Context: an optimization exercise on an open-source flow, tuned for small area. The choices shown serve that exercise and are no tape-out recipe. In this exercise RTL edits were held to simulation tests only and were not proved equivalent to the original. Power is estimated from default activity; no workload was simulated.

== job 101 ==
## multisynth_divider_encoder
module multisynth_divider_encoder
(
    input  logic        i_clk,
    input  logic        i_rst_n,
    input  logic        i_valid,
    input  logic [70:0] i_data,     
    output logic        o_stall,
    output logic        o_valid,
    output logic [75:0] o_data,     
    input  logic        i_stall
);
For scale: roughly 4800 cells after synthesis, roughly 570 flip-flops, about 0.040 mm² of cells after synthesis.
make LEC_CHECK=0 ABC_AREA=1 CAP_MARGIN=20 CORE_MARGIN=2 CORE_UTILIZATION=70 CTS_BUF_LIST='sky130_fd_sc_hd__clkbuf_4 sky130_fd_sc_hd__clkbuf_8' CTS_CLUSTER_SIZE=30 GPL_TIMING_DRIVEN=0 SLEW_MARGIN=20 finish   # period 5.0 ns
run.sh (not shown) runs the stock make flow with config.mk's settings and CLKGATE_MAP_FILE= SYNTH_SCRIPT=/design/flow/synth_recipe.tcl, a recipe that flattens the netlist after the stock synthesis.
Job 101: full flow OK, the timing, DRC and antenna checks passed
### job 101 -> job 102
- changing CTS_BUF_LIST from sky130_fd_sc_hd__clkbuf_4 sky130_fd_sc_hd__clkbuf_8 to sky130_fd_sc_hd__clkbuf_16
- changing CORE_UTILIZATION from 70 to 72
- setting CTS_CLUSTER_DIAMETER to 100 for the first time
- changing CTS_CLUSTER_SIZE from 30 to 24
==> flow/flow/run.sh (new file) <==
#!/bin/bash
# The standard layout (standard.sh: the standard flow's synthesis and ORFS flow, unchanged), except that
# the port buffers that global placement puts on every input and output are the smallest
# buffer, sky130_fd_sc_hd__buf_1, instead of the resizer's default choice
# (clkdlybuf4s50_1, a slow delay cell). Timing repair may still resize them.
# The make output goes to standard.log; ORFS keeps each step's own log under orfs/logs/.
set -euo pipefail
bash standard.sh "BUFFER_PORTS_ARGS=-buffer_cell sky130_fd_sc_hd__buf_1" finish > standard.log 2>&1
==> flow/standard.sh (new file) <==
#!/bin/bash
# synth_recipe.tcl (not shown) runs the flow's synth.tcl, then flattens the netlist and writes it again
# the make line also repeats each setting of config.mk as NAME=value (left out here)
make -C /OpenROAD-flow-scripts/flow DESIGN_CONFIG=/design/flow/config.mk WORK_HOME=/design/flow/orfs CLKGATE_MAP_FILE= SYNTH_SCRIPT=/design/flow/synth_recipe.tcl "${@:-finish}"
removed: flow/run.sh
==> run summary <==
- Job 102 does worse than job 101 on final critical path time including I/O delays and setup.
- Run comparison: job 102 termination of the worst setup path r9_x[5]; job 101 termination of the worst setup path r9_x[17]
- Total core area for job 102: about 2.5% down relative to job 101
- Row worst hold slack: job 102 higher / job 101 lower
Here is what was changed in the inputs of job 103 compared with job 102.
- CTS_CLUSTER_DIAMETER removed (was 100)
- CTS_BUF_LIST changed from sky130_fd_sc_hd__clkbuf_16 to sky130_fd_sc_hd__clkbuf_8
- CORE_UTILIZATION changed from 72 to 65
### Flow results
Job 103 closes out successfully: all stages finished, all timing, DRC and antenna checks passed.
Cmp job 102 and job 103 / final setup slack of the worst path / lower: job 102
Between job 102 and job 103, the flow reports total of clock buffers placed in the layout increasing by more than 100%.
Job 103 ended with less final critical-path share of the clock period than job 102.
Job 103: highest attainable clock frequency is 3.4 MHz higher than what job 102 reported.
Initial core utilization ends up lower on job 103.
Relative to job 102, total power has gone up in job 103.
Number of global-route vias before repair: job 102 and job 103 compared, lower one is job 103
Number of cells on the worst reg-to-reg path of job 103 exceeds that of job 102 by more than 10%.
On worst setup slack before clock tree synthesis, the lower figure sits with job 103, not job 102.
[inputs] job 104 vs job 103
- swapping 65 for 50 in CORE_UTILIZATION
- clearing CTS_CLUSTER_SIZE, which used to be 24
- clearing CTS_BUF_LIST, which used to be sky130_fd_sc_hd__clkbuf_8
==> flow/run.sh (new file) <==
#!/bin/bash
# synth_recipe.tcl (not shown) runs the flow's synth.tcl, then flattens the netlist and writes it again
# the make line also repeats each setting of config.mk as NAME=value (left out here)
make -C /OpenROAD-flow-scripts/flow DESIGN_CONFIG=/design/flow/config.mk WORK_HOME=/design/flow/orfs CLKGATE_MAP_FILE= SYNTH_SCRIPT=/design/flow/synth_recipe.tcl finish
removed: flow/flow/run.sh
removed: flow/standard.sh
==> run summary <==
Looking at total power across job 104 and job 103, the one that comes out higher is job 104. Cmp job 104 and job 103 / floorplan die area / higher: job 104. When job 104 is set beside job 103, its via total after detailed routing turns out to be 2.6% smaller. Floorplan die height, job 104 vs job 103: up by more than 10%. Cell with the largest stage delay on the worst path: fa_1 -> job 103, clkdlybuf4s50_1 -> job 104. Portion of total power attributed to the clock network: job 104 vs job 103 up 2.6 points. Compared with job 103, job 104 shows met1 wire length higher by 13%.

what the ideal ports hide:
The results above use ideal ports. As a check the final layouts listed here were re-extracted and re-timed, cells and wires unchanged.
Step 1 assumes that a clkbuf_16 drives the clock port and a buf_2 every other input.
Step 2 moves the port delays by t, midway between the first and last clock arrival at a register: inputs arrive t later, outputs are due t later. That takes back most of the time a late clock gives input paths.
a / b / c = no drivers / after step 1 / after step 2; a / b = the first two.
run	shift t [ns]	setup slack, ns	latest minus earliest clock arrival (ns)	worst data-port slew with drivers (ns)
job 101	0.786	0.213 / 0.213 / -0.513	0.054 / 0.053	0.06
job 102	0.699	0.192 / 0.192 / -0.406	0.043 / 0.042	0.08
job 103	0.760	0.270 / 0.307 / -0.453	0.047 / 0.048	0.10
job 104	0.670	0.183 / 0.223 / -0.447	0.035 / 0.035	0.09
Met with ideal ports but missed after step 2: setup timing in every run listed. The setup slack of job 101, which loses most, moves by 0.000 ns with the drivers and by -0.726 ns with both steps.
